What follows belongs to an exercise in optimizing a design on an open flow for small area and a short achievable clock period; a production flow would make more cautious choices.
The RTL was checked by simulation tests, not by an equivalence proof against the original design.
Power is estimated from default activity; no workload was simulated.

`flow/config.mk`:
```
export PLATFORM = sky130hd
export DESIGN_NAME = execute
export DESIGN_NICKNAME = execute
export VERILOG_FILES = /design/flow/design.v
export SDC_FILE = /design/flow/constraint.sdc
export NUM_CORES = 4
export LEC_CHECK = 0
export CAP_MARGIN = 20
export CORE_MARGIN = 2
export CORE_UTILIZATION = 35
export SLEW_MARGIN = 20
```
`flow/constraint.sdc`:
```
create_clock -name core_clock -period 11.0 [get_ports {clk}]
set_input_delay 2.2000 -clock core_clock [delete_from_list [all_inputs] [get_ports {clk}]]
set_output_delay 2.2000 -clock core_clock [all_outputs]
set_load 0.01 [all_outputs]
```
`flow/design.v`:
```
module execute (
  input  logic         clk,
  input  logic         rst,
  input  logic         VCSub,
  input  logic         SelWriteData,
  input  logic         Rs1_sel,
  input  logic         Rs2_sel,
  input  logic [1:0]   SelectorOpA,
  input  logic [1:0]   SelectorOpB,
  input  logic [2:0]   ALUop,
  input  logic [31:0]  OpA,
  input  logic [31:0]  OpB,
  input  logic [31:0]  Imm,
  input  logic [255:0] OpAV,
  input  logic [255:0] OpBV,
  output logic         Zero,
  output logic         Carry,
  output logic         OverFlow,
  output logic         Negative,
  output logic         eq,
  output logic         bgt,
  output logic [31:0]  ALUresult,
  output logic [31:0]  WriteData,
  output logic [255:0] VALUresult
);
  logic [31:0]  w_a, w_b, w_res;
  logic [32:0]  w_sum, w_diff;
  logic         w_carry, w_ovf;
  logic [255:0] w_va, w_vb, w_vres;
  logic [2:0]   w_vop;
  logic [7:0]   w_la, w_lb;
  logic         r_zero, r_carry, r_ovf, r_neg, r_eq, r_bgt;
  logic [31:0]  r_res, r_wd;
  logic [255:0] r_vres;
  always_comb begin
    w_a = OpA;
    case (SelectorOpA)
      2'd0: w_a = OpA;
      2'd1: w_a = Imm;
      2'd2: w_a = 32'd0;
      2'd3: w_a = OpB;
      default: w_a = OpA;
    endcase
    w_b = OpB;
    case (SelectorOpB)
      2'd0: w_b = OpB;
      2'd1: w_b = Imm;
      2'd2: w_b = 32'd0;
      2'd3: w_b = OpA;
      default: w_b = OpB;
    endcase
  end
  assign w_sum  = {1'b0, w_a} + {1'b0, w_b};
  assign w_diff = {1'b0, w_a} + {1'b0, ~w_b} + 33'd1;
  always_comb begin
    w_res   = 32'd0;
    w_carry = 1'b0;
    w_ovf   = 1'b0;
    case (ALUop)
      3'd0: begin
        w_res   = w_sum[31:0];
        w_carry = w_sum[32];
        w_ovf   = (w_a[31] == w_b[31]) && (w_sum[31] != w_a[31]);
      end
      3'd1: begin
        w_res   = w_diff[31:0];
        w_carry = w_diff[32];
        w_ovf   = (w_a[31] != w_b[31]) && (w_diff[31] != w_a[31]);
      end
      3'd2: w_res = w_a & w_b;
      3'd3: w_res = w_a | w_b;
      3'd4: w_res = w_a ^ w_b;
      3'd5: w_res = w_a << w_b[4:0];
      3'd6: w_res = w_a >> w_b[4:0];
      3'd7: w_res = w_a * w_b;
      default: w_res = 32'd0;
    endcase
  end
  assign w_va  = Rs1_sel ? OpAV : {32{w_a[7:0]}};
  assign w_vb  = Rs2_sel ? OpBV : {32{w_b[7:0]}};
  assign w_vop = VCSub ? 3'd1 : ALUop;
  always_comb begin
    w_vres = '0;
    w_la   = 8'd0;
    w_lb   = 8'd0;
    for (int i = 0; i < 32; i++) begin
      w_la = w_va[8*i +: 8];
      w_lb = w_vb[8*i +: 8];
      case (w_vop)
        3'd0: w_vres[8*i +: 8] = w_la + w_lb;
        3'd1: w_vres[8*i +: 8] = w_la - w_lb;
        3'd2: w_vres[8*i +: 8] = w_la & w_lb;
        3'd3: w_vres[8*i +: 8] = w_la | w_lb;
        3'd4: w_vres[8*i +: 8] = w_la ^ w_lb;
        3'd5: w_vres[8*i +: 8] = w_la << w_lb[2:0];
        3'd6: w_vres[8*i +: 8] = w_la >> w_lb[2:0];
        3'd7: w_vres[8*i +: 8] = w_la * w_lb;
        default: w_vres[8*i +: 8] = 8'd0;
      endcase
    end
  end
  always_ff @(posedge clk or posedge rst) begin
    if (rst) begin
      r_zero  <= 1'b0;
      r_carry <= 1'b0;
      r_ovf   <= 1'b0;
      r_neg   <= 1'b0;
      r_eq    <= 1'b0;
      r_bgt   <= 1'b0;
      r_res   <= 32'd0;
      r_wd    <= 32'd0;
      r_vres  <= '0;
    end else begin
      r_zero  <= (w_res == 32'd0);
      r_carry <= w_carry;
      r_ovf   <= w_ovf;
      r_neg   <= w_res[31];
      r_eq    <= (w_a == w_b);
      r_bgt   <= ($signed(w_a) > $signed(w_b));
      r_res   <= w_res;
      r_wd    <= SelWriteData ? Imm : OpB;
      r_vres  <= w_vres;
    end
  end
  assign Zero       = r_zero;
  assign Carry      = r_carry;
  assign OverFlow   = r_ovf;
  assign Negative   = r_neg;
  assign eq         = r_eq;
  assign bgt        = r_bgt;
  assign ALUresult  = r_res;
  assign WriteData  = r_wd;
  assign VALUresult = r_vres;
endmodule
```
`flow/run.sh`:
```
#!/bin/bash
# synth_recipe.tcl (not shown) runs the flow's synth.tcl, then flattens the netlist and writes it again
# the make line also repeats each setting of config.mk as NAME=value (left out here)
make -C /OpenROAD-flow-scripts/flow DESIGN_CONFIG=/design/flow/config.mk WORK_HOME=/design/flow/orfs CLKGATE_MAP_FILE= SYNTH_SCRIPT=/design/flow/synth_recipe.tcl finish
```
==> run summary <==
cells in the mapped netlist (110+ instances only):
master / n / area share
fa_1: 826 / 0.16
a211oi_1: 110 / 0.0081
a21oi_1: 1004 / 0.049
xor2_1: 131 / 0.011
a21o_1: 139 / 0.010
mux2i_1: 195 / 0.019
ha_1: 1532 / 0.19
inv_1: 1569 / 0.058
clkbuf_1: 638 / 0.024
xnor2_1: 896 / 0.077
o21ai_1: 343 / 0.017
nand3_1: 138 / 0.0068
nand2_1: 935 / 0.034
dfrtp_1: 325 / 0.080
nor3_1: 154 / 0.0076
a221oi_1: 240 / 0.021
o21ai_0: 848 / 0.042
nor2_1: 1840 / 0.068
a31oi_1: 173 / 0.011
o211ai_1: 141 / 0.010
cell usage in the layout, fill, tap and decap left out, drive strengths merged, types with 59 or more instances in the layout:
cell type,instances
nand2,937
o21ai,1194
buf,544
inv,1601
diode,115
ha,1532
a21oi,1005
dfrtp,325
nand3,138
mux2i,199
a21o,139
o21bai,61
a221oi,242
a211oi,110
clkbuf,62
xor2,131
o22ai,105
a31oi,173
o211ai,141
fa,826
clkdlybuf4s50,940
xnor2,896
nor3,154
o221ai,89
nor2,1840
clkinv,59
cell type report:
| cell class | instances | area (µm²) | share of cell area |
|---|---|---|---|
| diodes | 115 | 288 | 0.00240 |
| clock buffers | 62 | 1410 | 0.0117 |
| clock inverters | 35 | 395 | 0.00329 |
| inverters | 1638 | 6180 | 0.0515 |
| multi-input cells | 10669 | 84900 | 0.708 |
| flip-flops and latches | 325 | 8130 | 0.0678 |
| well taps | 3880 | 4850 | 0.0404 |
| repair buffers | 1484 | 13800 | 0.115 |
layer usage:
layer  track usage  vias up  wire (µm)
met5             0        -        430
met4         0.240       40      42800
met3         0.105     1671      64000
met2         0.512     7204     222000
met1         0.444    52618     207000
li1              -    47399          -
timing repair:
item	CTS	global route
setup endpoints to repair	0	1
gates resized for setup	0	2
hold buffers	0	0
cells by family after synthesis:
family          Yosys count
mux                     256
compound gates         3745
xor+xnor               1028
flops                   325
simple gates           3281
fa+ha+maj              2359
buf+inv                2408
final timing paths:
path | endpoint
setup / recovery | r_zero
hold / removal | r_vres[115]
max in group asynchronous | r_vres[168]
min in group core_clock | r_carry
tightest hold or removal path: stages:
cell and delay [ns]:
clkdlybuf4s50_1 0.44, clkinvlp_4 0.09, buf_4 0.39
metrics by stage:
stage | setup WS [ns] | std cells | hold slack, ns
2_1_floorplan | -0.132 | 13402 | 2.35
3_3_place_gp | -0.558 | 17996 | 2.71
3_5_place_dp | -0.559 | 17996 | 2.72
4_1_cts | 0.244 | 18093 | 1.85
5_1_grt | 0.112 | 18154 | 1.90
6_report | 0.426 | 18208 | 1.87
flip-flops by register name, indices dropped and copies added, names as in the netlist:
signal / flops
r_vres: 256
r_wd: 32
r_res: 31
r_bgt: 1
r_carry: 1
r_eq: 1
r_neg: 1
r_ovf: 1
r_zero: 1
power groups by stage:
| stage | clock network, mW | registers (mW) | logic [mW] |
|---|---|---|---|
| 3_5_place_dp | 0 | 1.80 | 20.3 |
| 6_report | 1.86 | 1.80 | 20.9 |
| 2_1_floorplan | 0 | 1.86 | 12.5 |
| 3_3_place_gp | 0 | 1.81 | 20.2 |
| 5_1_grt | 1.95 | 1.82 | 22.6 |
| 4_1_cts | 1.92 | 1.80 | 20.4 |
==> out/metrics.yaml <==
status: "complete, no violations"
cpMaxStageDelayCell: "fa_1"
postSynthAreaPerCell_um2: 7.59
rsz0062_at_grt: "false"
via_per_inst: 5.98
worst-path-stages: 31
antenna_left: 0
cp-start-kind: "input pin"
grt_max_degree: 123
crit_family: "adder cells"
ir_drop_mv: 0.723
antenna_found_initial: 117
slew_violations: 0
fp.coreArea_um2: 289000
dr.pass1.iters: 10
setup_viol: 0
postPlaceCellArea_um2: 118000
crit_top_cell: "fa_1"
syn-num-nets: 16381
start_util: 0.353
path_max_fanout: 14
grt_pass1_wl_mm: 761
fin_util: 0.416
required_ns: 11.72
relSlewSlack: 0.130
worst_slew_pin_slew_ns: 1.30
synth-compound-area-share: 0.231
die_area_um2: 295000
fin_crit_sh: 0.961
clkSinkCount: 325
hold_path_class: "in -> async"
drv_cap: 0
pwr-share-clk: 0.076
p_seq_frac: 0.073
synth_edf_count: 0
synth_area_um2: 102000
synth.area.mux_share: 0.0283
drc: 0
ys_seq_area_frac: 0.0799
cts_tree: "yes"
final_cell_area_um2: 120000
post-route-min-period_ns: 10.57
drt_wl_total_mm: 537
fillers: 29581
drive_gt1_frac: 0.0612
worst-path-buf-inv: 7
io_buffers: 946
arrival_ns: 11.29
clkTransAtPathRegs_ns: 0.07
synth_xor_area_frac: 0.0886
wl_per_cell_um: 29.5
p_sw_mw: 13.1
synth_fa_ha_area_frac: 0.351
clockRootBuffer: "clkbuf_16"
yosysWarnings: 1
fin_total_pwr_mw: 24.5
synthSimpleGateAreaFrac: 0.131
swShare: 0.535
grt_util_all_layers: 0.352
gp_congestion: 1.09
synth_cells: 13402
synth-main-ff-cell: "dfrtp_1"
fin_tns_setup_ns: 0
die_w_um: 543
fmax_ghz: 0.0946
p_leak_nw: 54.9
p_int_mw: 11.4
grt.overflow.total: 0
cts_buffers: 52
postCtsSetupRepairBufs: 0
htreeDepth: 2
async_flop_share: 1.00
ys_seq_elements: 325
hpwlAfterDp_mm: 412
combPwrFrac: 0.851
die-height_um: 543
vias: 108932
p_per_area_nw_per_um2: 204
num_io_pins: 947
clockBufferDepth: 3
cp-end-kind: "flip-flop"
path_class: "in -> reg"
critPathLaunch: "Imm[2]"
hold_violations: 0
cpPeakStageDelay_ns: 0.56
nets: 17149
drt_iter0_markers: 13583
synth_cell_types: 100
rows: 197
syn2layout_area_growth_pct: 17.9
synth_top_family_by_area: "adder cells"
grt_pass1_vias: 104860

## afterwards: timing with drivers on the ports
The results above use ideal ports. As a check the final layout listed here was re-extracted and re-timed, cells and wires unchanged.
Step 1 sets driving cells, clkbuf_16 on the clock port and buf_2 on the other inputs (assumed; they add their load-dependent delay and slew).
Step 2 also shifts input and output timing later by t, the mid clock arrival at the registers, as if the neighbouring blocks saw the same clock.
Slacks: ideal / step 1 / step 2; pairs: ideal / step 1.
t, ns: 0.904
setup WS [ns]: 0.426 / 0.512 / -0.392
pins driven straight from the clock port: 1
Met with ideal ports but missed after step 2: setup timing in this run. The setup slack of this run moves by +0.086 ns with the drivers and by -0.818 ns with both steps.
